Background: an optimization exercise with open tools, aiming at small area, a short achievable clock period and few clock cycles per item. Do not read the settings as production practice. At most, simulation tests tie the RTL to the original design; equivalence was not proved. Function not checked in run 4: the RTL went through the layout flow alone. Power figures rest on the tool's default switching activity, not on a simulated workload.

$ cat flow/design.v
package atr_pkg;
	localparam int SMP_W  = 18;
	localparam int TIME_W = 32;
	localparam int BPM_W  = 16;
	localparam int MEAN_W = 8;
	localparam int WIN_INIT   = 7000;
	localparam int MS_PER_MIN = 60000;
	localparam int DELTA_MIN = 236;
	localparam int DELTA_MAX = 2999;
endpackage
module atr_ctrl (
	input  logic        clk,
	input  logic        load,
	input  logic [15:0] d_in,
	input  logic        step,
	output logic [3:0]  pairs,
	output logic [15:0] quo
);
	logic [15:0] d_q, rem_q, dq_q;
	logic [17:0] d3_q;
	logic [2:0]  top;
	logic [15:0] rem_i, dq_i;
	always_comb begin
		top = 3'd0;
		for (int i = 0; i < 8; i++) begin
			if (d_in[2*i +: 2] != 2'b00) top = 3'(i);
		end
	end
	always_comb begin
		case (top)
			3'd7: begin rem_i = 16'(60000 >> 2);  dq_i = 16'(60000 << 14); end
			3'd6: begin rem_i = 16'(60000 >> 4);  dq_i = 16'(60000 << 12); end
			3'd5: begin rem_i = 16'(60000 >> 6);  dq_i = 16'(60000 << 10); end
			3'd4: begin rem_i = 16'(60000 >> 8);  dq_i = 16'(60000 << 8);  end
			3'd3: begin rem_i = 16'(60000 >> 10); dq_i = 16'(60000 << 6);  end
			3'd2: begin rem_i = 16'(60000 >> 12); dq_i = 16'(60000 << 4);  end
			3'd1: begin rem_i = 16'(60000 >> 14); dq_i = 16'(60000 << 2);  end
			default: begin rem_i = 16'd0;         dq_i = 16'(60000);       end
		endcase
	end
	assign pairs = 4'd8 - 4'(top);
	logic [17:0] r4, s1, s2, s3;
	logic        g1, g2, g3;
	logic [1:0]  qd;
	logic [15:0] rn;
	assign r4 = {rem_q, dq_q[15:14]};
	assign s1 = r4 - {2'b0, d_q};
	assign s2 = r4 - {1'b0, d_q, 1'b0};
	assign s3 = r4 - d3_q;
	assign g1 = r4 >= {2'b0, d_q};
	assign g2 = r4 >= {1'b0, d_q, 1'b0};
	assign g3 = r4 >= d3_q;
	always_comb begin
		if (g3)      begin qd = 2'd3; rn = s3[15:0]; end
		else if (g2) begin qd = 2'd2; rn = s2[15:0]; end
		else if (g1) begin qd = 2'd1; rn = s1[15:0]; end
		else         begin qd = 2'd0; rn = r4[15:0]; end
	end
	always_ff @(posedge clk) begin
		if (load) begin
			d_q   <= d_in;
			d3_q  <= {2'b0, d_in} + {1'b0, d_in, 1'b0};
			rem_q <= rem_i;
			dq_q  <= dq_i;
		end else if (step) begin
			rem_q <= rn;
			dq_q  <= {dq_q[13:0], qd};
		end
	end
	assign quo = dq_q;
endmodule
module atr_dp (
	input  logic [24:0] s,
	output logic [15:0] sh,
	output logic [19:0] t
);
	assign sh = s[24:9];
	assign t  = {sh, 3'b0} + {1'b0, sh, 2'b0} + 20'(s[8:0]);
endmodule
module atr_dp2 (
	input  logic [15:0] sh,
	input  logic [19:0] t,
	output logic [15:0] a,
	output logic [13:0] u
);
	assign a = sh + 16'(t[19:9]);
	assign u = {t[19:9], 3'b0} + {1'b0, t[19:9], 2'b0} + 14'(t[8:0]);
endmodule
module atr_dp3 (
	input  logic [15:0] a,
	input  logic [13:0] u,
	output logic [15:0] b,
	output logic [9:0]  v
);
	assign b = a + 16'(u[13:9]);
	assign v = {u[13:9], 3'b0} + {1'b0, u[13:9], 2'b0} + 10'(u[8:0]);
endmodule
module atr_dp4 (
	input  logic [15:0] b,
	input  logic [9:0]  v,
	output logic [17:0] thr
);
	logic [1:0] g;
	always_comb begin
		if      (v >= 10'd800) g = 2'd2;
		else if (v >= 10'd700) g = 2'd1;
		else if (v >= 10'd500) g = 2'd0;
		else if (v >= 10'd400) g = 2'd3;
		else if (v >= 10'd300) g = 2'd2;
		else if (v >= 10'd200) g = 2'd1;
		else                   g = 2'd0;
	end
	assign thr = {b + 16'(v >= 10'd500), g};
endmodule
import atr_pkg::*;
module adaptive_threshold_heart_rate #(
	parameter int WINDOW_DEPTH = 100,
	parameter int RATE_DEPTH   = 4
) (
	input  logic                         clk,
	input  logic                         arst_n,
	input  logic                         in_valid,
	output logic                         in_ready,
	input  logic [atr_pkg::SMP_W-1:0]    ir_sample,
	input  logic [atr_pkg::TIME_W-1:0]   time_ms,
	input  logic                         beat_detected,
	output logic                         out_valid,
	input  logic                         out_ready,
	output logic [atr_pkg::SMP_W-1:0]    threshold,
	output logic                         above_threshold,
	output logic [atr_pkg::BPM_W-1:0]    instant_bpm,
	output logic [atr_pkg::MEAN_W-1:0]   average_bpm,
	output logic [1:0]                   notify
);
	localparam int WD = WINDOW_DEPTH;
	logic fadv_q, wen_q, badv_q;
	logic [17:0] s0;
	logic [31:0] t0;
	logic        b0, v0;
	logic [WD*18-1:0] win_q;
	logic [6:0]       fill_q;
	logic             full_q;
	logic [24:0]      sum_q;
	logic [17:0]      old_w;
	logic [24:0] u1;
	logic [31:0] t1;
	logic        b1, v1;
	logic        above1;
	logic        v2, a2, bt2, n2;
	logic [15:0] sh2;
	logic [19:0] tt2;
	logic        v3, a3, bt3, n3;
	logic [15:0] aa3;
	logic [13:0] uu3;
	logic        v4, a4, bt4, n4;
	logic [15:0] bb4;
	logic [9:0]  vv4;
	logic        v5, a5, bt5, n5;
	logic [17:0] thr5;
	logic        v6, a6, bt6, n6;
	logic [17:0] thr6;
	logic [15:0] sh_w, aa_w, bb_w;
	logic [19:0] tt_w;
	logic [13:0] uu_w;
	logic [9:0]  vv_w;
	logic [17:0] thr_w;
	logic        kv, ka, kbt, kn;
	logic [17:0] kthr;
	logic        ov, o_above;
	logic [17:0] o_thr;
	logic [15:0] o_inst;
	logic [7:0]  o_mean;
	logic [1:0]  o_note;
	logic [31:0] last_q;
	logic        armed_q;
	logic [7:0]  ring0, ring1, ring2, ring3;
	logic [9:0]  tot_q;
	logic        busy_q, ini_q;
	logic [15:0] dd_q;
	logic        ddz_q, ddbig_q;
	logic        dz_q, big_q, rok_q;
	logic [3:0]  cnt_q;
	logic [31:0] delta_w;
	logic [3:0]  pairs_w;
	logic [15:0] quo_w;
	logic        spec_start, abort_w, commit_w;
	assign old_w      = full_q ? win_q[WD*18-1 -: 18] : 18'(WIN_INIT);
	assign delta_w    = t0 - last_q;
	assign spec_start = wen_q & b0;
	logic [1:0]  g0;
	logic [24:0] u_w;
	assign g0  = 2'(-s0[1:0]);
	assign u_w = {s0, 7'b0} - {5'b0, s0, 2'b0} + 25'(s0) + 25'(5'd25 * g0);
	assign above1   = sum_q < u1;
	assign commit_w = badv_q && v1 && b1 && above1;
	assign abort_w  = badv_q && v1 && b1 && !above1;
	atr_ctrl u_div (
		.clk   (clk),
		.load  (ini_q),
		.d_in  (dd_q),
		.step  (busy_q && !ini_q && cnt_q != 4'd0),
		.pairs (pairs_w),
		.quo   (quo_w)
	);
	atr_dp  u_p1 (.s (sum_q), .sh (sh_w), .t (tt_w));
	atr_dp2 u_p2 (.sh (sh2), .t (tt2), .a (aa_w), .u (uu_w));
	atr_dp3 u_p3 (.a (aa3), .u (uu3), .b (bb_w), .v (vv_w));
	atr_dp4 u_p4 (.b (bb4), .v (vv4), .thr (thr_w));
	logic        h_valid, h_a, h_bt, h_n, h_ready, o_free, load_o;
	logic [17:0] h_thr;
	always_comb begin
		if (kv) begin
			h_valid = 1'b1; h_a = ka; h_bt = kbt; h_n = kn; h_thr = kthr;
		end else begin
			h_valid = badv_q & v6; h_a = a6; h_bt = bt6; h_n = n6; h_thr = thr6;
		end
	end
	assign h_ready = !h_bt || (!ini_q && cnt_q == 4'd0);
	assign o_free  = !ov || out_ready;
	assign load_o  = o_free && h_valid && h_ready;
	logic kv_next, busy_next, consume_w, r0_v_next, r0_beat_next, badv_d, fadv_d;
	assign kv_next      = kv ? !load_o : (badv_q && v6 && !load_o);
	assign consume_w    = load_o && h_bt;
	assign busy_next    = spec_start || (busy_q && !abort_w && !consume_w);
	assign r0_v_next    = fadv_q ? in_valid : v0;
	assign r0_beat_next = fadv_q ? (in_valid && beat_detected) : (v0 && b0);
	assign badv_d       = !kv_next;
	assign fadv_d       = badv_d && !(r0_beat_next && busy_next);
	always_ff @(posedge clk or negedge arst_n) begin
		if (!arst_n) begin
			fadv_q <= 1'b1;
			wen_q  <= 1'b0;
			badv_q <= 1'b1;
		end else begin
			fadv_q <= fadv_d;
			wen_q  <= fadv_d && r0_v_next;
			badv_q <= badv_d;
		end
	end
	always_ff @(posedge clk) begin
		if (fadv_q) begin
			s0 <= ir_sample;
			t0 <= time_ms;
			b0 <= beat_detected;
		end
	end
	always_ff @(posedge clk or negedge arst_n) begin
		if (!arst_n) v0 <= 1'b0;
		else if (fadv_q) v0 <= in_valid;
	end
	always_ff @(posedge clk) begin
		if (wen_q) win_q <= {win_q[(WD-1)*18-1:0], s0};
	end
	always_ff @(posedge clk or negedge arst_n) begin
		if (!arst_n) begin
			fill_q <= '0;
			full_q <= 1'b0;
			sum_q  <= 25'(WIN_INIT * WD);
		end else if (wen_q) begin
			sum_q <= sum_q + 25'(s0) - 25'(old_w);
			if (!full_q) fill_q <= fill_q + 7'd1;
			if (fill_q == 7'(WD - 1)) full_q <= 1'b1;
		end
	end
	always_ff @(posedge clk) begin
		if (badv_q) begin
			u1 <= u_w;
			t1 <= t0;
			b1 <= b0;
		end
	end
	always_ff @(posedge clk or negedge arst_n) begin
		if (!arst_n) begin
			armed_q <= 1'b1;
			last_q  <= '0;
		end else begin
			if (badv_q && v1 && !above1) armed_q <= 1'b0;
			if (commit_w) last_q <= t1;
		end
	end
	always_ff @(posedge clk) begin
		if (badv_q) begin
			a2 <= above1; bt2 <= b1 & above1; n2 <= !above1 & armed_q; sh2 <= sh_w; tt2 <= tt_w;
			a3 <= a2; bt3 <= bt2; n3 <= n2; aa3 <= aa_w; uu3 <= uu_w;
			a4 <= a3; bt4 <= bt3; n4 <= n3; bb4 <= bb_w; vv4 <= vv_w;
			a5 <= a4; bt5 <= bt4; n5 <= n4; thr5 <= thr_w;
			a6 <= a5; bt6 <= bt5; n6 <= n5; thr6 <= thr5;
		end
	end
	always_ff @(posedge clk or negedge arst_n) begin
		if (!arst_n) begin
			v1 <= 1'b0; v2 <= 1'b0; v3 <= 1'b0; v4 <= 1'b0; v5 <= 1'b0; v6 <= 1'b0;
		end else if (badv_q) begin
			v1 <= wen_q; v2 <= v1; v3 <= v2; v4 <= v3; v5 <= v4; v6 <= v5;
		end
	end
	always_ff @(posedge clk or negedge arst_n) begin
		if (!arst_n) begin
			busy_q <= 1'b0;
			ini_q  <= 1'b0;
			cnt_q  <= '0;
		end else begin
			busy_q <= busy_next;
			ini_q  <= spec_start;
			if (ini_q) cnt_q <= (ddz_q || ddbig_q) ? 4'd0 : pairs_w;
			else if (busy_q && cnt_q != 4'd0) cnt_q <= cnt_q - 4'd1;
		end
	end
	always_ff @(posedge clk) begin
		if (spec_start) begin
			dd_q    <= delta_w[15:0];
			ddz_q   <= t0 == last_q;
			ddbig_q <= delta_w[31:16] != '0;
		end
		if (ini_q) begin
			dz_q  <= ddz_q;
			big_q <= ddbig_q;
			rok_q <= !ddbig_q && dd_q >= 16'(DELTA_MIN) && dd_q <= 16'(DELTA_MAX);
		end
	end
	always_ff @(posedge clk or negedge arst_n) begin
		if (!arst_n) kv <= 1'b0;
		else kv <= kv_next;
	end
	always_ff @(posedge clk) begin
		if (!kv) begin
			ka <= a6; kbt <= bt6; kn <= n6; kthr <= thr6;
		end
	end
	logic [7:0] q8;
	logic [9:0] tot_new;
	assign q8      = quo_w[7:0];
	assign tot_new = tot_q - 10'(ring3) + 10'(q8);
	always_ff @(posedge clk or negedge arst_n) begin
		if (!arst_n) begin
			ov     <= 1'b0;
			o_inst <= '0;
			o_mean <= '0;
			ring0  <= '0; ring1 <= '0; ring2 <= '0; ring3 <= '0;
			tot_q  <= '0;
		end else begin
			ov <= load_o || (ov && !out_ready);
			if (load_o) begin
				if (!h_a) begin
					o_inst <= '0;
					o_mean <= '0;
				end else if (h_bt) begin
					o_inst <= dz_q ? 16'hffff : big_q ? 16'd0 : quo_w;
					if (rok_q) begin
						ring0 <= q8; ring1 <= ring0; ring2 <= ring1; ring3 <= ring2;
						tot_q  <= tot_new;
						o_mean <= tot_new[9:2];
					end
				end
			end
		end
	end
	always_ff @(posedge clk) begin
		if (load_o) begin
			o_thr   <= h_thr;
			o_above <= h_a;
			o_note  <= !h_a ? (h_n ? 2'd2 : 2'd0) : (h_bt && rok_q) ? 2'd1 : 2'd0;
		end
	end
	assign in_ready        = fadv_q;
	assign out_valid       = ov;
	assign threshold       = o_thr;
	assign above_threshold = o_above;
	assign instant_bpm     = o_inst;
	assign average_bpm     = o_mean;
	assign notify          = o_note;
endmodule
$ cat flow/config.mk
export PLATFORM = sky130hd
export DESIGN_NAME = adaptive_threshold_heart_rate
export DESIGN_NICKNAME = adaptive_threshold_heart_rate
export VERILOG_FILES = /design/flow/design.v
export SDC_FILE = /design/flow/constraint.sdc
export NUM_CORES = 4
export LEC_CHECK = 0
export CAP_MARGIN = 20
export CORE_MARGIN = 2
export CORE_UTILIZATION = 40
export SLEW_MARGIN = 20
$ cat flow/constraint.sdc
create_clock -name core_clock -period 10.0 [get_ports {clk}]
set_input_delay 2.0000 -clock core_clock [delete_from_list [all_inputs] [get_ports {clk}]]
set_output_delay 2.0000 -clock core_clock [all_outputs]
set_load 0.01 [all_outputs]
$ cat flow/run.sh
#!/bin/bash
# synth_recipe.tcl (not shown) runs the flow's synth.tcl, then flattens the netlist and writes it again
# the make line also repeats each setting of config.mk as NAME=value (left out here)
make -C /OpenROAD-flow-scripts/flow DESIGN_CONFIG=/design/flow/config.mk WORK_HOME=/design/flow/orfs CLKGATE_MAP_FILE= SYNTH_SCRIPT=/design/flow/synth_recipe.tcl finish
==> impl_metrics.py, run 1 <==
metrics = {
    "power": {
        "power_density_nw_per_um2": 347,
        "finalPower_mw": 33.7,
        "vdd_ir_drop_max_v": 0.000218,
        "static-leakage-power_nw": 32.0,
    },
    "critical_path": {
        "reg2reg_to": "u1[24]$_DFFE_PP_",
        "arrival_ns": 2.72,
        "timing.critical_path.fanout_max": 55,
        "critical-path-slowest-cell": "dfstp_4",
        "critical_path.n_buffers_inverters": 1,
        "r2r_cells": 17,
        "cp.required_ns": 8.00,
        "crit-reg2reg-launch": "s0[1]$_DFFE_PP_",
        "worst_setup_path_start_kind": "flip-flop",
        "path_cells": "clkdlybuf4s50_1",
        "cpLargestDelayFamily": "flip-flops",
        "critPathKind": "flip-flop to output pin",
        "regToRegSetupSlack_ns": 5.47,
        "end_kind": "output pin",
        "cp_slowest_stage_delay_ns": 1.15,
    },
    "clock_tree": {
        "cts_tree": "done",
        "clock_tree.htree_level_count": 4,
        "cts_sinks": 2323,
        "cts_max_path_buffers": 3,
        "numCtsBuffers": 223,
        "post_cts_hold_buffer_count": 0,
        "post_cts_setup_buffers": 0,
        "cts_root_buf": "clkbuf_16",
        "postCtsResizedCells": 0,
        "clkLatencyLatePin_ns": 0.86,
        "worst_setup_hold_path_clk_slew_ns": 0.06,
    },
    "placed_design": {
        "place.gp.congestion": 0.839,
        "place_hpwl_um": 82300,
        "place.port_buffers": 101,
        "place.detailed.instances": 7507,
        "detailed_place.area_um2": 89500,
        "post-place-ws_ns": 5.46,
    },
    "yosys": {
        "postSynth.asyncResetShare": 0.0646,
        "ys.flop_type": "edfxtp_1",
        "mappedNetlistArea_um2": 84800,
        "synthCells": 4620,
        "yosysWarnings": 3,
        "synth_nets": 5033,
        "edff_count_synth": 2152,
        "synth_seq_area_share": 0.812,
        "synth-seq-cells": 2323,
        "avgSynthCellArea_um2": 18.3,
        "synthDistinctLibCells": 76,
    },
    "sta": {
        "fmax_mhz": 212,
        "hold_violations": 0,
        "finalMaxSlewViolations": 0,
        "worst_hold_slack_ns": 0.359,
        "layout_worst_path_cycle_share": 0.472,
        "post-route-min-period_ns": 4.72,
        "grt_setup_unrepaired": "no",
        "worst-slew-pin-transition_ns": 1.15,
        "finClkSkew_ns": 0.0818,
        "fin_ws_ns": 5.28,
        "finalSetupViolCount": 0,
        "timing.slew.headroom": 0.232,
    },
    "floorplanning": {
        "rows": 168,
        "design.die.area_um2": 216000,
        "die_height_um": 464,
        "area_of_the_core_region_um2": 210000,
        "initial_utilization": 0.403,
        "die-width_um": 464,
        "number_of_top_level_pins": 102,
    },
    "routing": {
        "vias_per_cell": 4.73,
        "initial_drt_markers": 3035,
        "drt.antenna.violating_nets": 0,
        "drc": 0,
        "vias": 37500,
        "pre_antenna_drt_iters": 5,
        "route.detailed.wl_per_inst_um": 17.0,
        "total_detailed_routing_wirelength_um": 135000,
    },
    "grt": {
        "first_global_vias": 37200,
        "grt_first_pass_wirelength_um": 211000,
        "grt_max_degree": 191,
        "global_route.peak_usage_layer": "met1",
        "grt.overflow.total": 0,
        "grt_util_met1": 0.196,
        "antenna_violations_before_repair": 4,
        "grt_use_met3": 0.0225,
        "track_usage": 0.123,
        "grt_use_met2": 0.169,
    },
    "layout": {
        "fillers": 17800,
        "syn_to_final_growth_pct": 14.4,
        "area.sequential_um2": 68800,
        "instances_no_fill": 7932,
        "layout.cell_area.non_filler_um2": 97000,
        "fraction_of_layout_cells_with_a_size_suffix_above_1": 0.0908,
        "fin_nets": 5341,
        "multi_input_area_um2": 14500,
    },
    "run_status": {
        "outcome": "finished clean",
    },
    "hold_path": {
        "worstHoldEndpoint": "win_q[1635]$_DFFE_PP_",
        "hold_path_depth": 0,
        "hold_path_class": "flip-flop to flip-flop",
        "worstHoldStart": "win_q[1617]$_DFFE_PP_",
    },
    "flow_run": {
        "maxCapViolCount": 0,
    },
}
area by class of cell:
cell class,instances,area share
flip-flops and latches,2323,0.710
multi-input cells,1903,0.150
clock buffers,296,0.0625
well taps,2805,0.0362
clock inverters,121,0.0147
repair buffers,133,0.0137
inverters,344,0.0133
diodes,7,0.000181
metal layers:
layer  up-vias  share of wire  wire, um
met5         -              0         0
met4         0          0.021      2890
met3       207          0.039      5250
met2       641           0.41     55600
met1     18700           0.53     70800
li1      18000              -         -
power breakdown:
group / total [mW] / leakage (nW) / switching [mW] / internal (mW)
Sequential: 15.4 / 19.5 / 1.11 / 14.3
Combinational: 9.86 / 8.84 / 5.97 / 3.90
Clock: 8.38 / 3.60 / 3.52 / 4.85
Total: 33.7 / 32.0 / 10.6 / 23.1
placed cells by master (no fill, tap or decap), types with 32 or more instances in the layout:
cell / instances
a21o_1: 69
a21oi_1: 178
clkbuf_1: 57
clkbuf_16: 227
clkdlybuf4s50_1: 100
clkinv_1: 36
clkinv_2: 32
dfrtp_1: 136
edfxtp_1: 2152
fa_1: 63
ha_1: 295
inv_1: 343
mux2_2: 69
nand2_1: 242
nand2b_1: 36
nand3_1: 41
nor2_1: 156
nor3_1: 44
o21a_1: 32
o21ai_0: 136
xnor2_1: 138
xor2_1: 47
synthesized netlist by cell type, types with 19 or more instances:
cell type / n / area share
and2_1: 21 / 0.0015
nand3_1: 41 / 0.0024
clkbuf_1: 38 / 0.0017
fa_1: 63 / 0.015
o21a_1: 32 / 0.0028
mux2_2: 69 / 0.0092
and3_1: 19 / 0.0014
dfxtp_1: 21 / 0.0050
nand2b_1: 36 / 0.0027
xnor2_1: 138 / 0.014
a211oi_1: 20 / 0.0018
a21oi_1: 179 / 0.011
dfrtp_1: 138 / 0.041
nor2b_1: 29 / 0.0021
nand2_1: 242 / 0.011
nor3_1: 44 / 0.0026
inv_1: 343 / 0.015
edfxtp_1: 2152 / 0.76
xor2_1: 47 / 0.0049
nand4_1: 29 / 0.0021
ha_1: 295 / 0.044
nor2_1: 158 / 0.0070
o21ai_0: 136 / 0.0080
a21o_1: 69 / 0.0061
cell families (layout without fill, tap and decap cells):
family / Yosys count / count (layout) / share of synthesized area
AO/OA/AOI/OAI: 608 / 608 / 0.0455
flip-flops: 2323 / 2323 / 0.812
other: 0 / 7 / 0
buffers and inverters: 394 / 894 / 0.0176
multiplexers: 84 / 84 / 0.0110
XOR/XNOR: 185 / 185 / 0.0191
AND/OR/NAND/NOR: 668 / 668 / 0.0368
adder cells (fa/ha/maj): 358 / 358 / 0.0584
sequential cells by signal, summed over array words and instances (netlist names), 15 cells and up:
| name | cells |
|---|---|
| aa3 | 16 |
| bb4 | 16 |
| dd_q | 16 |
| kthr | 18 |
| last_q | 32 |
| o_inst | 16 |
| o_thr | 18 |
| s0 | 18 |
| sh2 | 16 |
| sum_q | 25 |
| t0 | 32 |
| t1 | 32 |
| thr5 | 18 |
| thr6 | 18 |
| tt2 | 18 |
| u1 | 24 |
| u_div.d3_q | 18 |
| u_div.d_q | 15 |
| u_div.dq_q | 16 |
| u_div.rem_q | 16 |
| win_q | 1800 |
worst max path at each step:
stage | start | to | slack, ns | cells past startpoint
after floorplan | wen_q$_DFF_PN0_ | fill_q[5]$_DFFE_PN0P_ | -5.51 | 5
after global placement | out_ready | tot_q[5]$_DFFE_PN0P_ | 5.17 | 7
after detailed placement | out_ready | tot_q[7]$_DFFE_PN0P_ | 5.46 | 7
after CTS | fadv_q$_DFF_PN1_ | in_ready | 5.16 | 1
after global routing | fadv_q$_DFF_PN1_ | in_ready | 5.14 | 1
final | fadv_q$_DFF_PN1_ | in_ready | 5.28 | 1
through the flow:
step / TNS (ns) / util
floorplan: -5395.00 / -
global placement: 0 / 0.426
detailed placement: 0 / 0.426
CTS: 0 / 0.461
global route: 0 / 0.461
finish: 0 / 0.461
Testbench counts, summed over its fixed seeds: cycles 5,003, items 4,800.
==> run 2: changes to the inputs <==
--- a/flow/config.mk
+++ b/flow/config.mk
@@ -10,2 +10,3 @@
 export CORE_UTILIZATION = 40
+export SETUP_SLACK_MARGIN = 5
 export SLEW_MARGIN = 20
==> impl_metrics.py, run 2 <==
metrics = {
    "floorplanning": {
        "area_of_the_core_region_um2": 210000,
        "design.die.area_um2": 216000,
        "number_of_top_level_pins": 102,
        "rows": 168,
        "die_height_um": 464,
        "die-width_um": 464,
        "initial_utilization": 0.403,
    },
    "critical_path": {
        "critical_path.n_buffers_inverters": 1,
        "cp.required_ns": 8.00,
        "end_kind": "output pin",
        "worst_setup_path_start_kind": "flip-flop",
        "regToRegSetupSlack_ns": 5.47,
        "cpLargestDelayFamily": "flip-flops",
        "critPathKind": "flip-flop to output pin",
        "critical-path-slowest-cell": "dfstp_4",
        "cp_slowest_stage_delay_ns": 1.15,
        "timing.critical_path.fanout_max": 55,
        "arrival_ns": 2.72,
        "path_cells": "clkdlybuf4s50_1",
    },
    "routing": {
        "vias_per_cell": 4.73,
        "pre_antenna_drt_iters": 5,
        "total_detailed_routing_wirelength_um": 135000,
        "route.detailed.wl_per_inst_um": 17.0,
        "drc": 0,
        "drt.antenna.violating_nets": 0,
        "initial_drt_markers": 3035,
        "vias": 37500,
    },
    "run_status": {
        "outcome": "finished clean",
    },
    "sta": {
        "layout_worst_path_cycle_share": 0.472,
        "post-route-min-period_ns": 4.72,
        "finClkSkew_ns": 0.0818,
        "timing.slew.headroom": 0.232,
        "tns_ns": 0,
        "grt_setup_unrepaired": "no",
        "finalSetupViolCount": 0,
        "hold_violations": 0,
        "worst-slew-pin-transition_ns": 1.15,
        "worst_hold_slack_ns": 0.359,
        "finalMaxSlewViolations": 0,
        "fmax_mhz": 212,
    },
    "power": {
        "sequentialPowerShare": 0.458,
        "finalPower_mw": 33.7,
        "cell_internal_pwr_mw": 23.1,
        "static-leakage-power_nw": 32.0,
        "combPwrFrac": 0.293,
        "swShare": 0.315,
        "vdd_ir_drop_max_v": 0.000218,
        "power_switching_mw": 10.6,
        "power_density_nw_per_um2": 347,
        "power.share.clock": 0.249,
    },
    "yosys": {
        "mappedNetlistArea_um2": 84800,
        "netlist_top_cells_area": "edfxtp_1, ha_1, dfrtp_1, inv_1, fa_1",
        "synthDominantAreaCellType": "edfxtp_1",
        "yosysMostFrequentCell": "edfxtp_1",
        "avgSynthCellArea_um2": 18.3,
        "synthTopCellsByCount": "edfxtp_1, inv_1, ha_1",
        "synthCells": 4620,
        "yosys.area.top_type_share": 0.762,
        "synth-seq-cells": 2323,
        "postSynth.asyncResetShare": 0.0646,
        "edff_count_synth": 2152,
        "synth_seq_area_share": 0.812,
        "ys.flop_type": "edfxtp_1",
        "yosysWarnings": 3,
        "synthDistinctLibCells": 76,
        "synth_nets": 5033,
    },
    "clock_tree": {
        "cts_max_path_buffers": 3,
        "cts_tree": "done",
        "cts_sinks": 2323,
        "postCtsResizedCells": 0,
        "numCtsBuffers": 223,
        "cts_root_buf": "clkbuf_16",
        "clock_tree.htree_level_count": 4,
        "post_cts_hold_buffer_count": 0,
        "clkLatencyLatePin_ns": 0.86,
        "post_cts_setup_buffers": 0,
        "worst_setup_hold_path_clk_slew_ns": 0.06,
    },
    "layout": {
        "fillers": 17800,
        "fraction_of_layout_cells_with_a_size_suffix_above_1": 0.0908,
        "fin_nets": 5341,
        "syn_to_final_growth_pct": 14.4,
        "finish.utilization": 0.461,
        "largest_register_ffs": 1800,
        "commonest_cells_after_routing_fill_and_taps_aside": "edfxtp_1, inv_1, ha_1, nand2_1, clkbuf_16",
        "instances_no_fill": 7932,
        "registers.top_by_ff_count": "win_q",
        "mostFrequentLayoutCell": "edfxtp_1",
    },
    "grt": {
        "first_global_vias": 37200,
        "grt.overflow.total": 0,
        "grt_max_degree": 191,
        "track_usage": 0.123,
        "antenna_violations_before_repair": 4,
        "grt_first_pass_wirelength_um": 211000,
    },
    "placed_design": {
        "place.detailed.instances": 7507,
        "place.port_buffers": 101,
        "place.gp.congestion": 0.839,
        "place_hpwl_um": 82300,
    },
    "hold_path": {
        "hold_path_class": "flip-flop to flip-flop",
    },
    "flow_run": {
        "maxCapViolCount": 0,
    },
}
-- run 2: path summary, 6_finish.rpt --
kind / start / endpoint / cells after the start
hold / removal: win_q[1617]$_DFFE_PP_ / win_q[1635]$_DFFE_PP_ / 0
max in group asynchronous: arst_n / sum_q[7]$_DFFE_PN0P_ / 3
hold reg to reg: win_q[1617]$_DFFE_PP_ / win_q[1635]$_DFFE_PP_ / 0
min in group asynchronous: arst_n / o_inst[0]$_DFFE_PN0P_ / 1
setup / recovery: fadv_q$_DFF_PN1_ / in_ready / 1
setup reg to reg: s0[1]$_DFFE_PP_ / u1[24]$_DFFE_PP_ / 17
-- run 2: layout make-up --
| class | instances | area, um2 | share of cell area |
|---|---|---|---|
| diodes | 7 | 17.5 | 0.000181 |
| clock buffers | 296 | 6060 | 0.0625 |
| clock inverters | 121 | 1420 | 0.0147 |
| inverters | 344 | 1290 | 0.0133 |
| multi-input cells | 1903 | 14500 | 0.150 |
| flip-flops and latches | 2323 | 68800 | 0.710 |
| well taps | 2805 | 3510 | 0.0362 |
| repair buffers | 133 | 1330 | 0.0137 |
-- run 2: power groups by stage --
stage	registers (mW)	logic, mW	clock network, mW
2_1_floorplan	17.3	6.56	0
3_3_place_gp	15.6	9.75	0
3_5_place_dp	15.6	9.88	0
4_1_cts	15.5	9.94	8.66
5_1_grt	15.7	11.2	9.06
6_report	15.4	9.86	8.38
-- run 2: per-stage QoR --
step,setup WS (ns),area (um2)
final,5.28,97000
after global routing,5.14,97000
after CTS,5.16,96900
after detailed placement,5.46,89500
after global placement,5.17,89500
after floorplan,-5.51,84800
-- run 2: routing by layer --
| metal | up-vias | share of wire | GRT usage |
|---|---|---|---|
| li1 | 18000 | - | - |
| met1 | 18700 | 0.53 | 0.196 |
| met2 | 641 | 0.41 | 0.169 |
| met3 | 207 | 0.039 | 0.0225 |
| met4 | 0 | 0.021 | 0.0398 |
| met5 | - | 0 | 0 |
-- run 2: cell families after synthesis --
kind of cell             after synthesis  synth area share
adder cells (fa/ha/maj)              358            0.0584
multiplexers                          84            0.0110
AND/OR/NAND/NOR                      668            0.0368
flip-flops                          2323             0.812
AO/OA/AOI/OAI                        608            0.0455
buffers and inverters                394            0.0176
XOR/XNOR                             185            0.0191
==> run 3: changes to the inputs <==
==> flow/flow/run.sh (new file) <==
#!/bin/bash
# Standard ORFS layout, with the timing repair steps aiming at a 3.7 ns period instead of the
# 10 ns clock (setup margin 6.3 ns). The clock, constraints and every other step are the standard ones.
set -euo pipefail
bash standard.sh SETUP_SLACK_MARGIN=6.3 finish > make_finish.log 2>&1
==> flow/standard.sh (new file) <==
#!/bin/bash
# synth_recipe.tcl (not shown) runs the flow's synth.tcl, then flattens the netlist and writes it again
# the make line also repeats each setting of config.mk as NAME=value (left out here)
make -C /OpenROAD-flow-scripts/flow DESIGN_CONFIG=/design/flow/config.mk WORK_HOME=/design/flow/orfs CLKGATE_MAP_FILE= SYNTH_SCRIPT=/design/flow/synth_recipe.tcl "${@:-finish}"
--- a/flow/config.mk
+++ b/flow/config.mk
@@ -10,3 +10,2 @@
 export CORE_UTILIZATION = 40
-export SETUP_SLACK_MARGIN = 5
 export SLEW_MARGIN = 20
removed: flow/run.sh
==> impl_metrics.py, run 3 <==
metrics = {
    "placed_design": {
        "post-place-ws_ns": 5.46,
        "place.port_buffers": 101,
        "place.detailed.instances": 7507,
        "place_hpwl_um": 82300,
        "place.gp.congestion": 0.839,
    },
    "layout": {
        "registers.top_by_ff_count": "win_q",
        "finish.utilization": 0.465,
        "fraction_of_layout_cells_with_a_size_suffix_above_1": 0.112,
        "largest_register_ffs": 1800,
        "commonest_cells_after_routing_fill_and_taps_aside": "edfxtp_1, inv_1, ha_1, nand2_1, clkbuf_16",
        "syn_to_final_growth_pct": 15.3,
        "mostFrequentLayoutCell": "edfxtp_1",
        "fin_nets": 5384,
        "fillers": 17800,
        "instances_no_fill": 7975,
    },
    "sta": {
        "grt_setup_unrepaired": "yes",
        "post-route-min-period_ns": 3.82,
        "finalMaxSlewViolations": 0,
        "hold_violations": 0,
        "fmax_mhz": 262,
        "finalSetupViolCount": 0,
        "worst-slew-pin-transition_ns": 1.12,
        "timing.slew.headroom": 0.256,
        "layout_worst_path_cycle_share": 0.382,
        "finClkSkew_ns": 0.0817,
        "fin_ws_ns": 6.18,
    },
    "critical_path": {
        "critPathKind": "flip-flop to flip-flop",
        "cp.required_ns": 10.59,
        "timing.critical_path.fanout_max": 4,
        "arrival_ns": 4.40,
        "regToRegSetupSlack_ns": 6.18,
        "r2r_cells": 17,
        "worst_setup_path_start_kind": "flip-flop",
        "end_kind": "flip-flop",
    },
    "yosys": {
        "mappedNetlistArea_um2": 84800,
        "netlist_top_cells_area": "edfxtp_1, ha_1, dfrtp_1, inv_1, fa_1",
        "synthTopCellsByCount": "edfxtp_1, inv_1, ha_1",
        "synth.mux.area_fraction": 0.0110,
        "synthDominantAreaCellType": "edfxtp_1",
        "synth-simple-area-share": 0.0368,
        "synth_seq_area_share": 0.812,
        "adder_cell_fraction_of_synth_area": 0.0584,
        "synth_nets": 5033,
        "ys.flop_type": "edfxtp_1",
        "synthCells": 4620,
        "edff_count_synth": 2152,
        "avgSynthCellArea_um2": 18.3,
        "yosys.area.top_type_share": 0.762,
        "yosysWarnings": 3,
        "yosysMostFrequentCell": "edfxtp_1",
        "synth-seq-cells": 2323,
        "postSynth.asyncResetShare": 0.0646,
        "synth_top_family_by_area": "adder cells",
        "synth_xor_xnor_area_share": 0.0191,
        "complex_gate_fraction_of_the_synthesized_area": 0.0455,
        "synthDistinctLibCells": 76,
    },
    "floorplanning": {
        "number_of_top_level_pins": 102,
        "design.die.area_um2": 216000,
        "die-width_um": 464,
        "die_height_um": 464,
        "initial_utilization": 0.403,
        "area_of_the_core_region_um2": 210000,
        "rows": 168,
    },
    "grt": {
        "track_usage": 0.125,
        "grt_use_met2": 0.172,
        "grt_use_met3": 0.0225,
        "grt.overflow.total": 0,
        "global_route.peak_usage_layer": "met1",
        "grt_first_pass_wirelength_um": 214000,
        "antenna_violations_before_repair": 5,
        "first_global_vias": 37500,
        "grt_util_met1": 0.199,
        "grt_max_degree": 191,
    },
    "clock_tree": {
        "clock_tree.htree_level_count": 4,
        "post_cts_hold_buffer_count": 0,
        "cts_max_path_buffers": 3,
        "cts_root_buf": "clkbuf_16",
        "clkLatencyLatePin_ns": 0.86,
        "worst_setup_hold_path_clk_slew_ns": 0.07,
        "numCtsBuffers": 223,
        "cts_sinks": 2323,
        "cts_tree": "done",
    },
    "flow_run": {
        "maxCapViolCount": 0,
    },
    "routing": {
        "drc": 0,
        "drt.antenna.violating_nets": 0,
        "initial_drt_markers": 2994,
        "vias_per_cell": 4.73,
        "vias": 37800,
        "total_detailed_routing_wirelength_um": 137000,
        "pre_antenna_drt_iters": 5,
        "route.detailed.wl_per_inst_um": 17.1,
    },
    "power": {
        "vdd_ir_drop_max_v": 0.000218,
        "finalPower_mw": 34.3,
        "static-leakage-power_nw": 32.4,
        "power_density_nw_per_um2": 351,
    },
    "hold_path": {
        "hold_path_class": "flip-flop to flip-flop",
        "hold_path_depth": 0,
    },
    "run_status": {
        "outcome": "finished clean",
    },
}
run 3: changes by cell type in the layout (fill, tap and decap cells not counted), sizes merged:
cell	delta
buf	+44
clkbuf	-1
clkdlybuf4s15	+2
clkdlybuf4s50	-47
dlygate4sd2	+44
nor2	+1
run 3: critical path, cell delays in order, from the launching register on:
cell and delay (ns):
edfxtp_1 0.45, ha_4 0.37, inv_4 0.04, ha_4 0.15, fa_2 0.54, ha_4 0.21, ha_4 0.27, a21o_1 0.10
a21o_1 0.16, buf_6 0.11, nor3_2 0.03, a21o_1 0.20, o211a_1 0.26, or2_4 0.24, o21ai_2 0.16, o21ai_1 0.07
nand2b_1 0.08, xor2_1 0.06
run 3: path summary, 6_finish.rpt:
check	start	end
worst max register to register	s0[0]$_DFFE_PP_	u1[24]$_DFFE_PP_
min in group asynchronous	arst_n	o_inst[0]$_DFFE_PN0P_
worst min-delay path	win_q[1617]$_DFFE_PP_	win_q[1635]$_DFFE_PP_
max in group asynchronous	arst_n	full_q$_DFFE_PN0P_
worst min register to register	win_q[1617]$_DFFE_PP_	win_q[1635]$_DFFE_PP_
worst max-delay path	s0[0]$_DFFE_PP_	u1[24]$_DFFE_PP_
run 3: power breakdown:
group          total [mW]  switching [mW]  internal [mW]
registers            15.3            1.04           14.3
logic                10.6            6.33           4.29
clock network        8.38            3.53           4.85
run 3: cell families (layout without fill, tap and decap cells):
logic type / Yosys count / in the layout
compound gates: 608 / 608
mux: 84 / 84
buf+inv: 394 / 936
other cells: 0 / 7
simple gates: 668 / 669
fa+ha+maj: 358 / 358
flops: 2323 / 2323
xor+xnor: 185 / 185
run 3: layout make-up:
cell class / instances / area [um2] / area share
clock buffer: 296 / 6060 / 0.0620
tap: 2805 / 3510 / 0.0359
multi-input combinational: 1904 / 15000 / 0.153
inverter: 344 / 1290 / 0.0132
antenna: 7 / 17.5 / 0.000179
sequential: 2323 / 68800 / 0.704
clock inverter: 121 / 1420 / 0.0146
timing repair buffer: 175 / 1640 / 0.0168
run 3: metal layers:
metal | routed length [um] | share of wire | vias up
met4 | 3030 | 0.022 | 0
met1 | 71500 | 0.52 | 18900
met3 | 5140 | 0.038 | 208
met5 | 0 | 0 | -
met2 | 56800 | 0.42 | 581
li1 | - | - | 18100
run 3: repair_timing:
item                                    in CTS  in global routing
gates resized for setup                    115                 47
gates cloned                                 1                  0
setup buffers                               26                 17
endpoints found under the setup margin     118                 97
pin swaps                                   35                 31
run 3: stage by stage:
stage	cell area (um2)	hold WS [ns]	setup TNS [ns]
floorplan	84800	0.400	-5395.00
global placement	89500	0.400	0
detailed placement	89500	0.405	0
CTS	97400	0.351	0
global route	97800	0.370	0
finish	97800	0.360	0
==> run 4: changes to the inputs <==
--- a/flow/design.v
+++ b/flow/design.v
@@ -137,2 +137,4 @@
 	logic [17:0] s0;
+	logic [18:0] d0;
+	logic [19:0] m3s0;
 	logic [31:0] t0;
@@ -143,7 +145,5 @@
 	logic [24:0]      sum_q;
-	logic [17:0]      old_w;
-	logic [24:0] u1;
 	logic [31:0] t1;
-	logic        b1, v1;
-	logic        above1;
+	logic        b1, v1, a1;
+	logic        above0;
 	logic        v2, a2, bt2, n2;
@@ -186,12 +186,20 @@
 	logic        spec_start, abort_w, commit_w;
-	assign old_w      = full_q ? win_q[WD*18-1 -: 18] : 18'(WIN_INIT);
+	logic        full_next;
+	logic [17:0] old_next;
+	assign full_next  = full_q || (wen_q && fill_q == 7'(WD - 1));
+	assign old_next   = !full_next ? 18'(WIN_INIT) :
+		wen_q ? win_q[(WD-1)*18-1 -: 18] : win_q[WD*18-1 -: 18];
 	assign delta_w    = t0 - last_q;
+	logic dlo_borrow, ddbig_w;
+	assign dlo_borrow = t0[15:0] < last_q[15:0];
+	assign ddbig_w    = dlo_borrow ? (t0[31:16] - 16'd1 != last_q[31:16]) : (t0[31:16] != last_q[31:16]);
 	assign spec_start = wen_q & b0;
 	logic [1:0]  g0;
-	logic [24:0] u_w;
-	assign g0  = 2'(-s0[1:0]);
-	assign u_w = {s0, 7'b0} - {5'b0, s0, 2'b0} + 25'(s0) + 25'(5'd25 * g0);
-	assign above1   = sum_q < u1;
-	assign commit_w = badv_q && v1 && b1 && above1;
-	assign abort_w  = badv_q && v1 && b1 && !above1;
+	logic [26:0] above_sum;
+	assign g0        = 2'(-s0[1:0]);
+	assign above_sum = {2'b0, sum_q} + {{8{d0[18]}}, d0} + 27'(m3s0)
+		- {2'b0, s0, 7'(7'd25 * 7'(g0))};
+	assign above0    = above_sum[26];
+	assign commit_w = badv_q && v1 && b1 && a1;
+	assign abort_w  = badv_q && v1 && b1 && !a1;
 	atr_ctrl u_div (
@@ -240,4 +248,6 @@
 	always_ff @(posedge clk) begin
-		if (fadv_q) begin
+		if (fadv_q && in_valid) begin
 			s0 <= ir_sample;
+			d0 <= {1'b0, ir_sample} - {1'b0, old_next};
+			m3s0 <= {1'b0, ir_sample, 1'b0} + {2'b0, ir_sample};
 			t0 <= time_ms;
@@ -259,3 +269,3 @@
 		end else if (wen_q) begin
-			sum_q <= sum_q + 25'(s0) - 25'(old_w);
+			sum_q <= sum_q + {{6{d0[18]}}, d0};
 			if (!full_q) fill_q <= fill_q + 7'd1;
@@ -266,3 +276,3 @@
 		if (badv_q) begin
-			u1 <= u_w;
+			a1 <= above0;
 			t1 <= t0;
@@ -276,3 +286,3 @@
 		end else begin
-			if (badv_q && v1 && !above1) armed_q <= 1'b0;
+			if (badv_q && v1 && !a1) armed_q <= 1'b0;
 			if (commit_w) last_q <= t1;
@@ -282,3 +292,3 @@
 		if (badv_q) begin
-			a2 <= above1; bt2 <= b1 & above1; n2 <= !above1 & armed_q; sh2 <= sh_w; tt2 <= tt_w;
+			a2 <= a1; bt2 <= b1 & a1; n2 <= !a1 & armed_q; sh2 <= sh_w; tt2 <= tt_w;
 			a3 <= a2; bt3 <= bt2; n3 <= n2; aa3 <= aa_w; uu3 <= uu_w;
@@ -312,3 +322,3 @@
 			ddz_q   <= t0 == last_q;
-			ddbig_q <= delta_w[31:16] != '0;
+			ddbig_q <= ddbig_w;
 		end
--- a/flow/config.mk
+++ b/flow/config.mk
@@ -10,2 +10,4 @@
 export CORE_UTILIZATION = 40
+export CTS_BUF_LIST = sky130_fd_sc_hd__clkbuf_8
+export CTS_CLUSTER_SIZE = 20
 export SLEW_MARGIN = 20
==> impl_metrics.py, run 4 <==
metrics = {
    "run_status": {
        "outcome": "finished clean",
    },
    "yosys": {
        "postSynth.asyncResetShare": 0.0642,
        "mappedNetlistArea_um2": 85300,
        "synth-seq-cells": 2338,
        "yosysWarnings": 3,
        "avgSynthCellArea_um2": 18.6,
        "synthDistinctLibCells": 82,
        "synthCells": 4583,
        "ys.flop_type": "edfxtp_1",
        "synth_seq_area_share": 0.812,
        "netlist_top_cells_area": "edfxtp_1, ha_1, dfrtp_1, fa_1, inv_1",
        "yosys.area.top_type_share": 0.763,
        "synthDominantAreaCellType": "edfxtp_1",
        "edff_count_synth": 2167,
        "synth_nets": 4991,
        "yosysMostFrequentCell": "edfxtp_1",
        "synthTopCellsByCount": "edfxtp_1, inv_1, ha_1",
    },
    "power": {
        "static-leakage-power_nw": 32.4,
        "swShare": 0.313,
        "cell_internal_pwr_mw": 21.1,
        "finalPower_mw": 30.8,
        "power_switching_mw": 9.62,
        "vdd_ir_drop_max_v": 0.000178,
        "power.share.clock": 0.235,
        "power_density_nw_per_um2": 317,
        "sequentialPowerShare": 0.495,
        "combPwrFrac": 0.269,
    },
    "floorplanning": {
        "number_of_top_level_pins": 102,
        "area_of_the_core_region_um2": 212000,
        "rows": 169,
        "die-width_um": 466,
        "design.die.area_um2": 217000,
        "initial_utilization": 0.402,
        "die_height_um": 466,
    },
    "placed_design": {
        "place.gp.congestion": 0.845,
        "place_hpwl_um": 84900,
        "place.port_buffers": 101,
        "post-place-ws_ns": 4.45,
        "place.detailed.instances": 7492,
    },
    "routing": {
        "initial_drt_markers": 3454,
        "total_detailed_routing_wirelength_um": 144000,
        "vias_per_cell": 4.78,
        "drc": 0,
        "route.detailed.wl_per_inst_um": 17.6,
        "vias": 39100,
        "pre_antenna_drt_iters": 19,
        "drt.antenna.violating_nets": 0,
    },
    "critical_path": {
        "cp.required_ns": 8.00,
        "arrival_ns": 1.72,
        "end_kind": "output pin",
        "critPathKind": "flip-flop to output pin",
        "reg2reg_to": "d0[17]$_DFFE_PP_",
        "path_cells": "buf_6",
        "cpLargestDelayFamily": "flip-flops",
        "r2r_cells": 13,
        "regToRegSetupSlack_ns": 6.34,
        "timing.critical_path.fanout_max": 1,
        "crit-reg2reg-launch": "wen_q$_DFF_PN0_",
        "worst_setup_path_start_kind": "flip-flop",
        "critical_path.n_buffers_inverters": 1,
        "cp_slowest_stage_delay_ns": 0.52,
        "critical-path-slowest-cell": "edfxtp_1",
    },
    "grt": {
        "grt_max_degree": 219,
        "first_global_vias": 38900,
        "grt.overflow.total": 0,
        "track_usage": 0.130,
        "antenna_violations_before_repair": 10,
        "grt_first_pass_wirelength_um": 222000,
    },
    "clock_tree": {
        "clock_tree.htree_level_count": 5,
        "worst_setup_hold_path_clk_slew_ns": 0.06,
        "cts_root_buf": "clkbuf_8",
        "cts_tree": "done",
        "numCtsBuffers": 371,
        "cts_sinks": 2338,
        "clkLatencyLatePin_ns": 1.02,
        "cts_max_path_buffers": 4,
    },
    "hold_path": {
        "worstHoldStart": "win_q[1194]$_DFFE_PP_",
        "hold_path_class": "flip-flop to flip-flop",
        "hold_path_depth": 0,
        "worstHoldEndpoint": "win_q[1212]$_DFFE_PP_",
    },
    "sta": {
        "fin_ws_ns": 6.28,
        "layout_worst_path_cycle_share": 0.372,
        "fmax_mhz": 269,
        "grt_setup_unrepaired": "yes",
        "worst_hold_slack_ns": 0.350,
        "timing.slew.headroom": 0.297,
        "finClkSkew_ns": 0.0954,
        "worst-slew-pin-transition_ns": 1.05,
        "finalMaxSlewViolations": 0,
        "hold_violations": 0,
        "finalSetupViolCount": 0,
        "post-route-min-period_ns": 3.72,
    },
    "flow_run": {
        "maxCapViolCount": 0,
    },
    "layout": {
        "syn_to_final_growth_pct": 13.9,
        "fin_nets": 5490,
        "fraction_of_layout_cells_with_a_size_suffix_above_1": 0.139,
        "commonest_cells_after_routing_fill_and_taps_aside": "edfxtp_1, inv_1, clkbuf_8, ha_1, nand2_1",
        "largest_register_ffs": 1800,
        "mostFrequentLayoutCell": "edfxtp_1",
        "registers.top_by_ff_count": "win_q",
        "instances_no_fill": 8180,
    },
}
run 4: cell count changes in the layout (fill, tap and decap cells not counted), moves of 40 or more:
cell / delta
clkinv_1: +49
inv_1: +82
clkbuf_16: -225
clkbuf_8: +380
clkbuf_1: -57
dlygate4sd2_1: -40
run 4: per-stage QoR:
| stage | TNS [ns] | utilization | instance area [um2] |
|---|---|---|---|
| 5_1_grt | 0 | 0.458 | 97100 |
| 3_3_place_gp | 0 | 0.425 | 90100 |
| 4_1_cts | 0 | 0.456 | 96700 |
| 3_5_place_dp | 0 | 0.425 | 90100 |
| 2_1_floorplan | -5524.75 | - | 85400 |
| 6_report | 0 | 0.458 | 97100 |
run 4: how the worst max path moves through the flow:
stage                   startpoint                 end  slack, ns  depth (start not counted)
5_1_grt        o_thr[15]$_DFFE_PP_       threshold[15]       6.15                          1
2_1_floorplan      wen_q$_DFF_PN0_    d0[17]$_DFFE_PP_      -7.70                         14
3_5_place_dp          ir_sample[1]  m3s0[18]$_DFFE_PP_       4.45                         11
4_1_cts        o_thr[15]$_DFFE_PP_       threshold[15]       6.14                          1
3_3_place_gp          ir_sample[1]  m3s0[18]$_DFFE_PP_       4.47                         11
6_report       o_thr[15]$_DFFE_PP_       threshold[15]       6.28                          1
run 4: routing by layer:
| metal | track usage | up-vias | routed length (um) |
|---|---|---|---|
| met1 | 0.199 | 19600 | 71800 |
| met5 | 0 | - | 13 |
| met4 | 0.0430 | 2 | 3530 |
| li1 | - | 18400 | - |
| met3 | 0.0294 | 292 | 7370 |
| met2 | 0.183 | 872 | 60800 |
run 4: kinds of logic after synthesis:
group / synth area share
buf+inv: 0.0153
xor+xnor: 0.0203
mux: 0.0123
compound gates: 0.0450
simple gates: 0.0367
fa+ha+maj: 0.0584
flops: 0.812
run 4: area by class of cell:
type,count,area [um2]
Fill cell,18200,115000
Sequential cell,2338,69300
Multi-Input combinational cell,1897,15000
Clock buffer,392,5400
Tap cell,2821,3530
Timing Repair Buffer,170,1640
Inverter,304,1140
Clock inverter,252,1140
Antenna cell,6,15.0
run 4: repair_timing:
action                     in CTS  in global routing
cloned                          1                  2
pin swaps                       3                 13
hold buffers                    0                  0
setup buffers                  15                 16
gates resized for setup       238                 33
setup endpoints to repair     728                334
run 4: power by group through the flow:
stage	clock network, mW	logic, mW	registers (mW)
after CTS	7.57	8.24	15.3
final	7.24	8.29	15.2
after global placement	0	7.95	15.4
after detailed placement	0	8.13	15.5
after global routing	7.99	9.44	15.5
after floorplan	0	5.22	17.1
==> run 5: changes to the inputs <==
--- a/flow/design.v
+++ b/flow/design.v
@@ -138,3 +138,2 @@
 	logic [18:0] d0;
-	logic [19:0] m3s0;
 	logic [31:0] t0;
@@ -199,3 +198,3 @@
 	assign g0        = 2'(-s0[1:0]);
-	assign above_sum = {2'b0, sum_q} + {{8{d0[18]}}, d0} + 27'(m3s0)
+	assign above_sum = {2'b0, sum_q} + {{8{d0[18]}}, d0} + 27'({s0, 1'b0}) + 27'(s0)
 		- {2'b0, s0, 7'(7'd25 * 7'(g0))};
@@ -251,3 +250,2 @@
 			d0 <= {1'b0, ir_sample} - {1'b0, old_next};
-			m3s0 <= {1'b0, ir_sample, 1'b0} + {2'b0, ir_sample};
 			t0 <= time_ms;
--- a/flow/config.mk
+++ b/flow/config.mk
@@ -10,4 +10,2 @@
 export CORE_UTILIZATION = 40
-export CTS_BUF_LIST = sky130_fd_sc_hd__clkbuf_8
-export CTS_CLUSTER_SIZE = 20
 export SLEW_MARGIN = 20
==> impl_metrics.py, run 5 <==
metrics = {
    "routing": {
        "drc": 0,
        "initial_drt_markers": 3100,
        "route.detailed.wl_per_inst_um": 17.6,
        "drt.antenna.violating_nets": 0,
        "pre_antenna_drt_iters": 5,
        "vias": 37600,
        "total_detailed_routing_wirelength_um": 139000,
        "vias_per_cell": 4.79,
    },
    "critical_path": {
        "cp.required_ns": 10.56,
        "crit_start": "s0[0]$_DFFE_PP_",
        "worst_setup_path_start_kind": "flip-flop",
        "timing.critical_path.fanout_max": 3,
        "critPathKind": "flip-flop to flip-flop",
        "end_kind": "flip-flop",
        "cpLargestDelayFamily": "adder cells",
        "critical-path-slowest-cell": "edfxtp_1",
        "path_cells": "ha_4 > xnor2_4 > fa_1 > inv_1 > fa_1 > fa_1 > ha_1 > a21oi_1 > nor2b_1 > o21ai_1 > nand3_1 > a221oi_2 > o31ai_2 > xor2_1",
        "r2r_cells": 14,
        "critPathMostFrequentCell": "fa_1",
        "critical_path.n_buffers_inverters": 1,
        "cp_slowest_stage_delay_ns": 0.49,
        "crit-reg2reg-launch": "s0[0]$_DFFE_PP_",
        "arrival_ns": 4.48,
        "worst-path-stages": 14,
    },
    "sta": {
        "hold_violations": 0,
        "layout_worst_path_cycle_share": 0.392,
        "fmax_mhz": 255,
        "worst-slew-pin-transition_ns": 1.01,
        "finalMaxSlewViolations": 0,
        "timing.slew.headroom": 0.319,
        "finalSetupViolCount": 0,
        "tns_ns": 0,
        "grt_setup_unrepaired": "yes",
        "fin_ws_ns": 6.08,
        "finClkSkew_ns": 0.0484,
        "post-route-min-period_ns": 3.92,
    },
    "hold_path": {
        "hold_path_depth": 0,
        "worstHoldStart": "win_q[1720]$_DFFE_PP_",
        "hold_path_class": "flip-flop to flip-flop",
    },
    "yosys": {
        "netlist_top_cells_area": "edfxtp_1, dfrtp_1, ha_1, fa_1, xnor2_1",
        "synthDistinctLibCells": 80,
        "synth-seq-cells": 2319,
        "postSynth.asyncResetShare": 0.0647,
        "yosys.area.top_type_share": 0.764,
        "synth_seq_area_share": 0.813,
        "yosysWarnings": 3,
        "mappedNetlistArea_um2": 84400,
        "synthDominantAreaCellType": "edfxtp_1",
        "ys.flop_type": "edfxtp_1",
        "edff_count_synth": 2148,
        "synthCells": 4500,
        "synthTopCellsByCount": "edfxtp_1, inv_1, ha_1",
        "synth_nets": 4912,
        "yosysMostFrequentCell": "edfxtp_1",
        "avgSynthCellArea_um2": 18.8,
    },
    "clock_tree": {
        "post_cts_hold_buffer_count": 0,
        "numCtsBuffers": 221,
        "cts_root_buf": "clkbuf_16",
        "clkLatencyLatePin_ns": 0.83,
        "clock_tree.htree_level_count": 4,
        "cts_tree": "done",
        "worst_setup_hold_path_clk_slew_ns": 0.06,
        "cts_max_path_buffers": 3,
        "cts_sinks": 2319,
    },
    "floorplanning": {
        "rows": 168,
        "area_of_the_core_region_um2": 210000,
        "number_of_top_level_pins": 102,
        "initial_utilization": 0.403,
        "die_height_um": 463,
        "die-width_um": 463,
        "design.die.area_um2": 215000,
    },
    "power": {
        "vdd_ir_drop_max_v": 0.000200,
        "power_density_nw_per_um2": 329,
        "finalPower_mw": 31.9,
        "static-leakage-power_nw": 31.8,
    },
    "layout": {
        "mostFrequentLayoutCell": "edfxtp_1",
        "instances_no_fill": 7852,
        "syn_to_final_growth_pct": 15.0,
        "fillers": 17700,
        "registers.top_by_ff_count": "win_q",
        "fraction_of_layout_cells_with_a_size_suffix_above_1": 0.114,
        "finish.utilization": 0.463,
        "fin_nets": 5269,
        "largest_register_ffs": 1800,
        "commonest_cells_after_routing_fill_and_taps_aside": "edfxtp_1, inv_1, ha_1, nand2_1, clkbuf_16",
    },
    "flow_run": {
        "maxCapViolCount": 0,
    },
    "grt": {
        "antenna_violations_before_repair": 7,
        "grt_first_pass_wirelength_um": 213000,
        "grt.overflow.total": 0,
        "track_usage": 0.126,
        "grt_max_degree": 207,
        "first_global_vias": 36700,
    },
    "run_status": {
        "outcome": "finished clean",
    },
    "placed_design": {
        "place.gp.congestion": 0.858,
        "place.detailed.instances": 7394,
        "place_hpwl_um": 82400,
        "post-place-ws_ns": 5.15,
        "place.port_buffers": 101,
    },
}
==> run 5: cells by family (layout without fill, tap and decap cells) <==
kind of cell,Yosys count,count (layout),share of synthesized area
mux,93,93,0.0122
other cells,0,2,0
compound gates,567,567,0.0431
xor+xnor,189,189,0.0196
simple gates,647,647,0.0361
flops,2319,2319,0.813
fa+ha+maj,357,357,0.0608
buf+inv,328,873,0.0148
==> run 5: metrics by stage <==
step           cell area [um2]  hold WS [ns]
3_5_place_dp             89200         0.405
5_1_grt                  97100         0.393
4_1_cts                  96800         0.391
3_3_place_gp             89200         0.400
6_report                 97100         0.399
2_1_floorplan            84500         0.400
==> run 5: path summary, 6_finish.rpt <==
check                                         end  slack, ns
min in group asynchronous  last_q[12]$_DFFE_PN0P_       1.08
hold reg to reg             win_q[1738]$_DFFE_PP_       0.40
setup / recovery                     a1$_DFFE_PP_       6.08
max in group asynchronous         wen_q$_DFF_PN0_       7.79
hold / removal              win_q[1738]$_DFFE_PP_       0.40
setup reg to reg                     a1$_DFFE_PP_       6.08
==> run 5: worst reg2reg max path: cells and delay by family, from the launching register on <==
family	cells	cell delay, ns
and+or+nand+nor	2	0.21
DFF	1	0.49
adders and majority gates	5	2.00
AOI/OAI and AO/OA	4	0.69
buffers and inverters	1	0.05
xor gates and xnor gates	2	0.23
==> run 5: timing repair <==
| item | 4_1_cts | 5_1_grt |
|---|---|---|
| cloned | 2 | 1 |
| endpoints found under the setup margin | 395 | 28 |
| gates resized for setup | 127 | 22 |
| buffers inserted | 30 | 9 |
| pin swaps | 36 | 12 |
==> run 5: final cells by class <==
type | count | area (um2) | share of cell area
Tap cell | 2805 | 3510 | 0.0361
Timing Repair Buffer | 179 | 1740 | 0.0179
Clock buffer | 275 | 5820 | 0.0600
Clock inverter | 136 | 1480 | 0.0152
Sequential cell | 2319 | 68700 | 0.708
Multi-Input combinational cell | 1853 | 14800 | 0.152
Antenna cell | 2 | 5.00 | 0.0000515
Inverter | 283 | 1070 | 0.0110
==> run 5: report_power, final <==
group          switching [mW]  total (mW)  internal, mW  leakage, nW
clock                    3.52        8.24          4.72         3.53
combinational            5.20        8.56          3.36         8.78
sequential               1.09        15.1          14.0         19.4
total                    9.81        31.9          22.1         31.8
==> run 5: routing by layer <==
metal  global-route usage  vias up  share of wire
met5                    0        -              0
met4               0.0378        0          0.022
met3               0.0271      234          0.048
met2                0.172      705           0.41
met1                0.200    18900           0.52
li1                     -    17700              -
Testbench counts of run 5, summed over its fixed seeds: cycles 5,003, items 4,800.
==> run 6: changes to the inputs <==
--- a/flow/design.v
+++ b/flow/design.v
@@ -138,2 +138,3 @@
 	logic [18:0] d0;
+	logic [19:0] m3s0;
 	logic [31:0] t0;
@@ -176,3 +177,3 @@
 	logic [9:0]  tot_q;
-	logic        busy_q, ini_q;
+	logic        ddv_q, ddc_q, busy_q, divs_q;
 	logic [15:0] dd_q;
@@ -184,3 +185,3 @@
 	logic [15:0] quo_w;
-	logic        spec_start, abort_w, commit_w;
+	logic        spec_start, abort_w, commit_w, ini_w;
 	logic        full_next;
@@ -198,3 +199,3 @@
 	assign g0        = 2'(-s0[1:0]);
-	assign above_sum = {2'b0, sum_q} + {{8{d0[18]}}, d0} + 27'({s0, 1'b0}) + 27'(s0)
+	assign above_sum = {2'b0, sum_q} + {{8{d0[18]}}, d0} + 27'(m3s0)
 		- {2'b0, s0, 7'(7'd25 * 7'(g0))};
@@ -205,5 +206,5 @@
 		.clk   (clk),
-		.load  (ini_q),
+		.load  (ini_w),
 		.d_in  (dd_q),
-		.step  (busy_q && !ini_q && cnt_q != 4'd0),
+		.step  (busy_q && cnt_q != 4'd0),
 		.pairs (pairs_w),
@@ -224,9 +225,13 @@
 	end
-	assign h_ready = !h_bt || (!ini_q && cnt_q == 4'd0);
+	assign h_ready = !h_bt || (busy_q && cnt_q == 4'd0);
 	assign o_free  = !ov || out_ready;
 	assign load_o  = o_free && h_valid && h_ready;
-	logic kv_next, busy_next, consume_w, r0_v_next, r0_beat_next, badv_d, fadv_d;
+	logic kv_next, busy_next, ddv_next, r1_beat_next, consume_w, r0_v_next, r0_beat_next;
+	logic badv_d, fadv_d;
 	assign kv_next      = kv ? !load_o : (badv_q && v6 && !load_o);
 	assign consume_w    = load_o && h_bt;
-	assign busy_next    = spec_start || (busy_q && !abort_w && !consume_w);
+	assign ini_w        = ddv_q && (!busy_q || consume_w);
+	assign busy_next    = (ini_w && !abort_w) || (busy_q && !consume_w && !(abort_w && divs_q));
+	assign ddv_next     = spec_start || (ddv_q && !ini_w && !(abort_w && !ddc_q));
+	assign r1_beat_next = wen_q ? b0 : (!badv_q && v1 && b1);
 	assign r0_v_next    = fadv_q ? in_valid : v0;
@@ -234,3 +239,3 @@
 	assign badv_d       = !kv_next;
-	assign fadv_d       = badv_d && !(r0_beat_next && busy_next);
+	assign fadv_d       = badv_d && !(r0_beat_next && (ddv_next || r1_beat_next));
 	always_ff @(posedge clk or negedge arst_n) begin
@@ -250,2 +255,3 @@
 			d0 <= {1'b0, ir_sample} - {1'b0, old_next};
+			m3s0 <= {1'b0, ir_sample, 1'b0} + {2'b0, ir_sample};
 			t0 <= time_ms;
@@ -307,3 +313,5 @@
 			busy_q <= 1'b0;
-			ini_q  <= 1'b0;
+			divs_q <= 1'b0;
+			ddv_q  <= 1'b0;
+			ddc_q  <= 1'b0;
 			cnt_q  <= '0;
@@ -311,4 +319,8 @@
 			busy_q <= busy_next;
-			ini_q  <= spec_start;
-			if (ini_q) cnt_q <= (ddz_q || ddbig_q) ? 4'd0 : pairs_w;
+			ddv_q  <= ddv_next;
+			if (spec_start) ddc_q <= 1'b0;
+			else if (commit_w) ddc_q <= 1'b1;
+			if (ini_w) divs_q <= !ddc_q && !commit_w;
+			else if (commit_w) divs_q <= 1'b0;
+			if (ini_w) cnt_q <= (ddz_q || ddbig_q) ? 4'd0 : pairs_w;
 			else if (busy_q && cnt_q != 4'd0) cnt_q <= cnt_q - 4'd1;
@@ -322,3 +334,3 @@
 		end
-		if (ini_q) begin
+		if (ini_w) begin
 			dz_q  <= ddz_q;
--- a/flow/config.mk
+++ b/flow/config.mk
@@ -10,2 +10,3 @@
 export CORE_UTILIZATION = 40
+export CTS_CLUSTER_SIZE = 25
 export SLEW_MARGIN = 20
==> impl_metrics.py, run 6 <==
metrics = {
    "routing": {
        "pre_antenna_drt_iters": 5,
        "highest-signal-layer": "met5",
        "vias": 38400,
        "drt-met1-wl_um": 68600,
        "drt.antenna.violating_nets": 0,
        "vias_per_cell": 4.80,
        "total_detailed_routing_wirelength_um": 139000,
        "route.detailed.wl_per_inst_um": 17.4,
    },
    "yosys": {
        "postSynth.asyncResetShare": 0.0650,
        "yosys.area.top_type_share": 0.761,
        "yosysWarnings": 3,
        "synth_nets": 5024,
        "ys.flop_type": "edfxtp_1",
        "netlist_top_cells_area": "edfxtp_1, dfrtp_1, ha_1, fa_1, inv_1",
        "synth_seq_area_share": 0.810,
        "synthDistinctLibCells": 88,
        "synthTopCellsByCount": "edfxtp_1, inv_1, ha_1",
        "yosysMostFrequentCell": "edfxtp_1",
        "avgSynthCellArea_um2": 18.5,
        "edff_count_synth": 2167,
        "synthCells": 4614,
        "synth-seq-cells": 2340,
    },
    "clock_tree": {
        "numCtsBuffers": 229,
        "cts_max_path_buffers": 3,
        "cts_sinks": 2340,
        "worst_setup_hold_path_clk_slew_ns": 0.06,
        "clkLatencyLatePin_ns": 0.85,
        "cts_tree": "done",
    },
    "sta": {
        "worst_hold_slack_ns": 0.372,
        "worst-slew-pin-transition_ns": 1.11,
        "fmax_mhz": 272,
        "finalMaxSlewViolations": 0,
        "post-route-min-period_ns": 3.67,
        "tns_ns": 0,
        "layout_worst_path_cycle_share": 0.367,
    },
    "critical_path": {
        "critPathMostFrequentCell": "a21oi_2",
        "reg2reg_to": "a1$_DFFE_PP_",
        "r2r_cells": 14,
        "path_cells": "ha_4 > inv_4 > fa_2 > inv_2 > fa_1 > ha_1 > a31o_2 > a21oi_2 > o21ai_2 > a2111oi_4 > o21bai_2 > a21oi_2 > o211ai_1 > nor3b_2",
        "timing.critical_path.fanout_max": 2,
        "critical-path-slowest-cell": "edfxtp_1",
        "end_kind": "flip-flop",
        "worst_setup_path_start_kind": "flip-flop",
        "critPathKind": "flip-flop to flip-flop",
        "crit-reg2reg-launch": "s0[0]$_DFFE_PP_",
        "worst_setup_path_endpoint": "a1$_DFFE_PP_",
    },
    "layout": {
        "registers.top_by_ff_count": "win_q",
        "largest_register_ffs": 1800,
        "syn_to_final_growth_pct": 15.5,
        "commonest_cells_after_routing_fill_and_taps_aside": "edfxtp_1, inv_1, ha_1, nand2_1, clkbuf_16",
        "fraction_of_layout_cells_with_a_size_suffix_above_1": 0.119,
        "instances_no_fill": 7990,
        "fillers": 17900,
    },
    "floorplanning": {
        "die-width_um": 466,
        "rows": 169,
        "die_height_um": 466,
        "area_of_the_core_region_um2": 212000,
        "number_of_top_level_pins": 102,
    },
    "power": {
        "static-leakage-power_nw": 32.5,
        "vdd_ir_drop_max_v": 0.000259,
        "power_density_nw_per_um2": 322,
    },
    "hold_path": {
        "hold_path_class": "flip-flop to flip-flop",
    },
    "placed_design": {
        "place.gp.congestion": 0.827,
        "place.detailed.instances": 7522,
        "place.port_buffers": 101,
        "place_hpwl_um": 82400,
    },
    "grt": {
        "grt_max_degree": 207,
        "grt_first_pass_wirelength_um": 217000,
        "track_usage": 0.126,
    },
    "flow_run": {
        "maxCapViolCount": 0,
    },
    "run_status": {
        "outcome": "finished clean",
    },
}
run 6: changes by cell type after synthesis, moves of 12 or more:
cell	delta
a21boi_0	+13
a21o_1	+13
edfxtp_1	+19
fa_1	-14
ha_1	+12
inv_1	+24
nand2_1	+13
nor2b_1	+17
o21a_1	-12
run 6: routing by layer:
metal,global-route usage,vias to the layer above
li1,-,18100
met1,0.188,19400
met2,0.184,601
met3,0.0285,246
met4,0.0400,12
met5,0,-
run 6: how the worst min path moves through the flow:
stage,start,end,cells after the start
after floorplan,a2$_DFFE_PP_,a3$_DFFE_PP_,0
after global placement,win_q[1045]$_DFFE_PP_,win_q[1063]$_DFFE_PP_,0
after detailed placement,win_q[1017]$_DFFE_PP_,win_q[1035]$_DFFE_PP_,0
after CTS,win_q[1743]$_DFFE_PP_,win_q[1761]$_DFFE_PP_,0
after global routing,win_q[1743]$_DFFE_PP_,win_q[1761]$_DFFE_PP_,0
final,win_q[1649]$_DFFE_PP_,win_q[1667]$_DFFE_PP_,0
run 6: critical path, delay by kind of cell, from the launching register on:
family          cells  cell delay, ns
fa+ha+maj           4            1.38
compound gates      7            1.27
flops               1            0.47
simple gates        1            0.17
buf+inv             2            0.11
run 6: stage by stage:
step           power [mW]  worst slack (ns)  instance area, um2  utilization
2_1_floorplan        21.8             -4.95               85600            -
4_1_cts              32.2              6.27               98500        0.464
6_report             31.8              6.33               98800        0.465
3_3_place_gp         22.8              4.56               90200        0.425
3_5_place_dp         23.0              4.52               90200        0.425
5_1_grt              33.8              6.18               98800        0.465
run 6: area by class of cell:
type / instances / area [um2] / share of cell area
Sequential cell: 2340 / 69300 / 0.702
Multi-Input combinational cell: 1925 / 15200 / 0.154
Clock buffer: 278 / 6100 / 0.0618
Tap cell: 2821 / 3530 / 0.0357
Clock inverter: 156 / 1840 / 0.0187
Timing Repair Buffer: 160 / 1610 / 0.0163
Inverter: 308 / 1170 / 0.0118
Antenna cell: 2 / 5.00 / 0.0000507
run 6: report_power, final:
part / switching [mW] / internal [mW]
Clock: 3.64 / 5.24
Combinational: 4.80 / 3.12
Sequential: 1.03 / 14.0
Total: 9.47 / 22.4
run 6: kinds of logic (layout without fill, tap and decap cells):
group | after synthesis | in the layout | share of synthesized area
DFF | 2340 | 2340 | 0.810
other | 0 | 2 | 0
buffers and inverters | 351 | 902 | 0.0158
xor gates and xnor gates | 200 | 200 | 0.0205
and+or+nand+nor | 703 | 704 | 0.0398
adders and majority gates | 355 | 355 | 0.0585
muxes | 92 | 92 | 0.0119
AOI/OAI and AO/OA | 573 | 574 | 0.0432
run 6: repair_timing:
action | CTS | global route
buffers inserted | 13 | 15
gates resized for setup | 134 | 49
pin swaps | 18 | 13
endpoints found under the hold margin | 0 | 0
setup endpoints to repair | 526 | 291
cloned | 3 | 0
hold buffers | 0 | 0
Testbench counts of run 6, summed over its fixed seeds: cycles 4,953, items 4,800.
